Background: an optimization exercise with open tools, aiming at a short achievable clock period and few clock cycles. Do not read the settings as production practice. Function was checked by simulation only, so behaviour that the tests miss may differ from the original. No activity file was given, so power comes from the tool's default toggle rates.

## mips_pipeline
module mips_pipeline #(
  parameter logic [31:0] RESET_PC = 32'h0
) (
  input  logic        clk,
  input  logic        rst_n,
  input  logic [31:0] imem_data,
  input  logic        ack,
  input  logic [31:0] dat_r,
  output logic [31:0] imem_addr,
  output logic        cyc,
  output logic        stb,
  output logic        we,
  output logic [31:0] adr,
  output logic [31:0] dat_w,
  output logic        retire_valid,
  output logic [4:0]  retire_reg,
  output logic [31:0] retire_data
);
clock: 8.0 ns
lec_check: 0
abc_clock_period_in_ps: 2500
cap_margin: 20
core_margin: 2
core_utilization: 40
setup_slack_margin: 5
slew_margin: 20
standard.sh (not shown) runs the stock make flow with config.mk's settings and CLKGATE_MAP_FILE= SYNTH_SCRIPT=/design/flow/synth_recipe.tcl, a recipe that flattens the netlist after the stock synthesis.
==> flow/flow/run.sh <==
#!/bin/bash
# Standard synthesis, then the standard layout with cell sizing free to
# change a cell's footprint (the platform default keeps it), so that port
# buffers and other cells can be resized to faster ones.
set -euo pipefail
bash standard.sh synth > synth.log 2>&1
bash standard.sh MATCH_CELL_FOOTPRINT=0 finish > layout.log 2>&1
The baseline completed with no timing, DRC or antenna violations.
Testbench counts at the start, summed over its fixed seeds: cycles 18,381.
Then changed:
==> flow/run.sh (new file) <==
#!/bin/bash
# synth_recipe.tcl (not shown) runs the flow's synth.tcl, then flattens the netlist and writes it again
# the make line also repeats each setting of config.mk as NAME=value (left out here)
make -C /OpenROAD-flow-scripts/flow DESIGN_CONFIG=/design/flow/config.mk WORK_HOME=/design/flow/orfs CLKGATE_MAP_FILE= SYNTH_SCRIPT=/design/flow/synth_recipe.tcl finish
removed: flow/flow/run.sh
removed: flow/standard.sh
After rerunning: Global-route usage rises by 0.92 points; final area went up by 1.7%; cell count rose by 0.96%; routed wire length came out higher by 2.5%; sequential cell count does not change; total power increases by 2.7%; register-to-register slack improved by 0.13 ns; clock power falls by about 1%.

========
branch onyx:
Another version of the RTL of mips_pipeline (not shown whole).
Size: roughly 4,600 cells after synthesis, roughly 1,500 flip-flops.
// mips_pipeline
module mips_pipeline #(
  parameter logic [31:0] RESET_PC = 32'h0
) (
  input  logic        clk,
  input  logic        rst_n,
  input  logic [31:0] imem_data,
  input  logic        ack,
  input  logic [31:0] dat_r,
  output logic [31:0] imem_addr,
  output logic        cyc,
  output logic        stb,
  output logic        we,
  output logic [31:0] adr,
  output logic [31:0] dat_w,
  output logic        retire_valid,
  output logic [4:0]  retire_reg,
  output logic [31:0] retire_data
);
clock: 8.0 ns
lec_check: 0
abc_clock_period_in_ps: 2500
cap_margin: 20
core_margin: 2
core_utilization: 40
setup_slack_margin: 5
slew_margin: 20
==> flow/flow/run.sh <==
#!/bin/bash
# The standard synthesis, then the standard layout with the clock delay
# buffers (clkdlybuf4s*) added to the platform's don't-use cells, so that
# port buffers and repairs use plain buffers. Each step logs to its own file.
set -euo pipefail
bash standard.sh synth > synth.log 2>&1
DONT_USE="sky130_fd_sc_hd__probe_p_8 sky130_fd_sc_hd__probec_p_8 sky130_fd_sc_hd__lpflow_bleeder_1 sky130_fd_sc_hd__lpflow_clkbufkapwr_1 sky130_fd_sc_hd__lpflow_clkbufkapwr_16 sky130_fd_sc_hd__lpflow_clkbufkapwr_2 sky130_fd_sc_hd__lpflow_clkbufkapwr_4 sky130_fd_sc_hd__lpflow_clkbufkapwr_8 sky130_fd_sc_hd__lpflow_clkinvkapwr_1 sky130_fd_sc_hd__lpflow_clkinvkapwr_16 sky130_fd_sc_hd__lpflow_clkinvkapwr_2 sky130_fd_sc_hd__lpflow_clkinvkapwr_4 sky130_fd_sc_hd__lpflow_clkinvkapwr_8 sky130_fd_sc_hd__lpflow_decapkapwr_12 sky130_fd_sc_hd__lpflow_decapkapwr_3 sky130_fd_sc_hd__lpflow_decapkapwr_4 sky130_fd_sc_hd__lpflow_decapkapwr_6 sky130_fd_sc_hd__lpflow_decapkapwr_8 sky130_fd_sc_hd__lpflow_inputiso0n_1 sky130_fd_sc_hd__lpflow_inputiso0p_1 sky130_fd_sc_hd__lpflow_inputiso1n_1 sky130_fd_sc_hd__lpflow_inputiso1p_1 sky130_fd_sc_hd__lpflow_inputisolatch_1 sky130_fd_sc_hd__lpflow_isobufsrc_1 sky130_fd_sc_hd__lpflow_isobufsrc_16 sky130_fd_sc_hd__lpflow_isobufsrc_2 sky130_fd_sc_hd__lpflow_isobufsrc_4 sky130_fd_sc_hd__lpflow_isobufsrc_8 sky130_fd_sc_hd__lpflow_isobufsrckapwr_16 sky130_fd_sc_hd__lpflow_lsbuf_lh_hl_isowell_tap_1 sky130_fd_sc_hd__lpflow_lsbuf_lh_hl_isowell_tap_2 sky130_fd_sc_hd__lpflow_lsbuf_lh_hl_isowell_tap_4 sky130_fd_sc_hd__lpflow_lsbuf_lh_isowell_4 sky130_fd_sc_hd__lpflow_lsbuf_lh_isowell_tap_1 sky130_fd_sc_hd__lpflow_lsbuf_lh_isowell_tap_2 sky130_fd_sc_hd__lpflow_lsbuf_lh_isowell_tap_4"
DONT_USE="$DONT_USE sky130_fd_sc_hd__clkdlybuf4s15_1 sky130_fd_sc_hd__clkdlybuf4s15_2 sky130_fd_sc_hd__clkdlybuf4s18_1 sky130_fd_sc_hd__clkdlybuf4s18_2 sky130_fd_sc_hd__clkdlybuf4s25_1 sky130_fd_sc_hd__clkdlybuf4s25_2 sky130_fd_sc_hd__clkdlybuf4s50_1 sky130_fd_sc_hd__clkdlybuf4s50_2"
# Setup repair without its buffer move, which left long chains of small
# buffers on some paths; sizing, swapping and load splitting remain.
bash standard.sh "DONT_USE_CELLS=$DONT_USE" SETUP_MOVE_SEQUENCE=unbuffer,sizeup,swap,split finish > layout.log 2>&1
Both conditions hold for branch onyx: the flow ran to the end and the final layout passed the timing, design-rule and antenna checks.
Testbench counts of branch onyx, summed over its fixed seeds: cycles 18,860.
diff inputs: branch onyx => branch raven
diff --git a/flow/flow/run.sh b/flow/flow/run.sh
--- a/flow/flow/run.sh
+++ b/flow/flow/run.sh
@@ -8,4 +8,2 @@
 DONT_USE="$DONT_USE sky130_fd_sc_hd__clkdlybuf4s15_1 sky130_fd_sc_hd__clkdlybuf4s15_2 sky130_fd_sc_hd__clkdlybuf4s18_1 sky130_fd_sc_hd__clkdlybuf4s18_2 sky130_fd_sc_hd__clkdlybuf4s25_1 sky130_fd_sc_hd__clkdlybuf4s25_2 sky130_fd_sc_hd__clkdlybuf4s50_1 sky130_fd_sc_hd__clkdlybuf4s50_2"
-# Setup repair without its buffer move, which left long chains of small
-# buffers on some paths; sizing, swapping and load splitting remain.
-bash standard.sh "DONT_USE_CELLS=$DONT_USE" SETUP_MOVE_SEQUENCE=unbuffer,sizeup,swap,split finish > layout.log 2>&1
+bash standard.sh "DONT_USE_CELLS=$DONT_USE" finish > layout.log 2>&1
==> comparison <==
branch raven vs. branch onyx: final-layout fill cell count went down by about 0.7%. Fraction of area in multi-input gates, branch onyx and branch raven: lower on branch raven. In the tables for branch onyx and branch raven, via count reads lower with branch onyx. In the tables for branch onyx and branch raven, reported leakage power reads higher with branch raven.

========
Another version of the RTL of mips_pipeline (not shown whole).
For scale: about 4900 cells after synthesis, roughly 1500 flip-flops, about 76000 sq um of cells after synthesis.
clock: 8.0 ns
lec_check: 0
abc_clock_period_in_ps: 2500
cap_margin: 20
core_margin: 2
core_utilization: 40
setup_slack_margin: 5
slew_margin: 20
==> flow/flow/run.sh <==
#!/bin/bash
# The standard synthesis, then the standard layout with the clock delay
# buffers (clkdlybuf4s*) added to the platform's don't-use cells, so that
# port buffers and repairs use plain buffers. Each step logs to its own file.
set -euo pipefail
bash standard.sh synth > synth.log 2>&1
DONT_USE="sky130_fd_sc_hd__probe_p_8 sky130_fd_sc_hd__probec_p_8 sky130_fd_sc_hd__lpflow_bleeder_1 sky130_fd_sc_hd__lpflow_clkbufkapwr_1 sky130_fd_sc_hd__lpflow_clkbufkapwr_16 sky130_fd_sc_hd__lpflow_clkbufkapwr_2 sky130_fd_sc_hd__lpflow_clkbufkapwr_4 sky130_fd_sc_hd__lpflow_clkbufkapwr_8 sky130_fd_sc_hd__lpflow_clkinvkapwr_1 sky130_fd_sc_hd__lpflow_clkinvkapwr_16 sky130_fd_sc_hd__lpflow_clkinvkapwr_2 sky130_fd_sc_hd__lpflow_clkinvkapwr_4 sky130_fd_sc_hd__lpflow_clkinvkapwr_8 sky130_fd_sc_hd__lpflow_decapkapwr_12 sky130_fd_sc_hd__lpflow_decapkapwr_3 sky130_fd_sc_hd__lpflow_decapkapwr_4 sky130_fd_sc_hd__lpflow_decapkapwr_6 sky130_fd_sc_hd__lpflow_decapkapwr_8 sky130_fd_sc_hd__lpflow_inputiso0n_1 sky130_fd_sc_hd__lpflow_inputiso0p_1 sky130_fd_sc_hd__lpflow_inputiso1n_1 sky130_fd_sc_hd__lpflow_inputiso1p_1 sky130_fd_sc_hd__lpflow_inputisolatch_1 sky130_fd_sc_hd__lpflow_isobufsrc_1 sky130_fd_sc_hd__lpflow_isobufsrc_16 sky130_fd_sc_hd__lpflow_isobufsrc_2 sky130_fd_sc_hd__lpflow_isobufsrc_4 sky130_fd_sc_hd__lpflow_isobufsrc_8 sky130_fd_sc_hd__lpflow_isobufsrckapwr_16 sky130_fd_sc_hd__lpflow_lsbuf_lh_hl_isowell_tap_1 sky130_fd_sc_hd__lpflow_lsbuf_lh_hl_isowell_tap_2 sky130_fd_sc_hd__lpflow_lsbuf_lh_hl_isowell_tap_4 sky130_fd_sc_hd__lpflow_lsbuf_lh_isowell_4 sky130_fd_sc_hd__lpflow_lsbuf_lh_isowell_tap_1 sky130_fd_sc_hd__lpflow_lsbuf_lh_isowell_tap_2 sky130_fd_sc_hd__lpflow_lsbuf_lh_isowell_tap_4"
DONT_USE="$DONT_USE sky130_fd_sc_hd__clkdlybuf4s15_1 sky130_fd_sc_hd__clkdlybuf4s15_2 sky130_fd_sc_hd__clkdlybuf4s18_1 sky130_fd_sc_hd__clkdlybuf4s18_2 sky130_fd_sc_hd__clkdlybuf4s25_1 sky130_fd_sc_hd__clkdlybuf4s25_2 sky130_fd_sc_hd__clkdlybuf4s50_1 sky130_fd_sc_hd__clkdlybuf4s50_2"
# Setup repair without its buffer move, which left long chains of small
# buffers on some paths; sizing, swapping and load splitting remain.
bash standard.sh "DONT_USE_CELLS=$DONT_USE" SETUP_MOVE_SEQUENCE=unbuffer,sizeup,swap,split finish > layout.log 2>&1
The baseline went through all stages and came out clean.
Testbench counts at the start, summed over its fixed seeds: cycles 18,384.
Rerun with:
==> flow/flow/run.sh (replaced) <==
#!/bin/bash
# The standard synthesis, then the standard layout with the clock delay
# buffers (clkdlybuf4s*) added to the platform's don't-use cells, so that
# port buffers and repairs use plain buffers. Each step logs to its own file.
set -euo pipefail
bash standard.sh synth > synth.log 2>&1
DONT_USE="sky130_fd_sc_hd__probe_p_8 sky130_fd_sc_hd__probec_p_8 sky130_fd_sc_hd__lpflow_bleeder_1 sky130_fd_sc_hd__lpflow_clkbufkapwr_1 sky130_fd_sc_hd__lpflow_clkbufkapwr_16 sky130_fd_sc_hd__lpflow_clkbufkapwr_2 sky130_fd_sc_hd__lpflow_clkbufkapwr_4 sky130_fd_sc_hd__lpflow_clkbufkapwr_8 sky130_fd_sc_hd__lpflow_clkinvkapwr_1 sky130_fd_sc_hd__lpflow_clkinvkapwr_16 sky130_fd_sc_hd__lpflow_clkinvkapwr_2 sky130_fd_sc_hd__lpflow_clkinvkapwr_4 sky130_fd_sc_hd__lpflow_clkinvkapwr_8 sky130_fd_sc_hd__lpflow_decapkapwr_12 sky130_fd_sc_hd__lpflow_decapkapwr_3 sky130_fd_sc_hd__lpflow_decapkapwr_4 sky130_fd_sc_hd__lpflow_decapkapwr_6 sky130_fd_sc_hd__lpflow_decapkapwr_8 sky130_fd_sc_hd__lpflow_inputiso0n_1 sky130_fd_sc_hd__lpflow_inputiso0p_1 sky130_fd_sc_hd__lpflow_inputiso1n_1 sky130_fd_sc_hd__lpflow_inputiso1p_1 sky130_fd_sc_hd__lpflow_inputisolatch_1 sky130_fd_sc_hd__lpflow_isobufsrc_1 sky130_fd_sc_hd__lpflow_isobufsrc_16 sky130_fd_sc_hd__lpflow_isobufsrc_2 sky130_fd_sc_hd__lpflow_isobufsrc_4 sky130_fd_sc_hd__lpflow_isobufsrc_8 sky130_fd_sc_hd__lpflow_isobufsrckapwr_16 sky130_fd_sc_hd__lpflow_lsbuf_lh_hl_isowell_tap_1 sky130_fd_sc_hd__lpflow_lsbuf_lh_hl_isowell_tap_2 sky130_fd_sc_hd__lpflow_lsbuf_lh_hl_isowell_tap_4 sky130_fd_sc_hd__lpflow_lsbuf_lh_isowell_4 sky130_fd_sc_hd__lpflow_lsbuf_lh_isowell_tap_1 sky130_fd_sc_hd__lpflow_lsbuf_lh_isowell_tap_2 sky130_fd_sc_hd__lpflow_lsbuf_lh_isowell_tap_4"
DONT_USE="$DONT_USE sky130_fd_sc_hd__clkdlybuf4s15_1 sky130_fd_sc_hd__clkdlybuf4s15_2 sky130_fd_sc_hd__clkdlybuf4s18_1 sky130_fd_sc_hd__clkdlybuf4s18_2 sky130_fd_sc_hd__clkdlybuf4s25_1 sky130_fd_sc_hd__clkdlybuf4s25_2 sky130_fd_sc_hd__clkdlybuf4s50_1 sky130_fd_sc_hd__clkdlybuf4s50_2"
bash standard.sh "DONT_USE_CELLS=$DONT_USE" finish > layout.log 2>&1
The changed run completed without violations.
Critical path depth grows by 22.
Final cell count grows by 7.8%.
Clock power stays flat.

-- what the ideal ports hide --
The results above use ideal ports. As a check the final layouts listed here were re-extracted and re-timed, cells and wires unchanged. Step 1: set_driving_cell puts a clkbuf_16 on clk and a buf_2 on each other input, an assumption about the parent block. Step 2, shift: input delay + t, output delay - t, t = (earliest + latest rising clock arrival at the registers) / 2. This alone moves slack from input paths to output paths. Slacks: no drivers / after step 1 / after step 2; pairs: no drivers / after step 1.
run | shift t [ns] | setup WS [ns] | slew at the worst register clock pin (ns) | worst data-port slew with drivers (ns) | cell pins on the clock port's net
the first run of note 1 | 0.914 | 3.436 / 3.436 / 2.868 | 0.07 / 0.07 | 0.35 | 1
the second run of note 1 | 0.910 | 3.563 / 3.563 / 2.851 | 0.07 / 0.07 | 0.32 | 1
branch onyx | 0.917 | 4.246 / 4.246 / 3.507 | 0.07 / 0.07 | 0.17 | 1
branch raven | 0.925 | 4.421 / 4.421 / 3.640 | 0.06 / 0.06 | 0.32 | 1
the first run of note 3 | 0.907 | 3.951 / 3.951 / 3.201 | 0.06 / 0.06 | 0.16 | 1
the second run of note 3 | 0.915 | 4.202 / 4.202 / 3.436 | 0.06 / 0.06 | 0.25 | 1
After both steps setup and hold are still met in every run listed. For branch raven, which loses most, drivers alone change the setup slack by 0.000 ns; drivers and shift together by -0.781 ns.
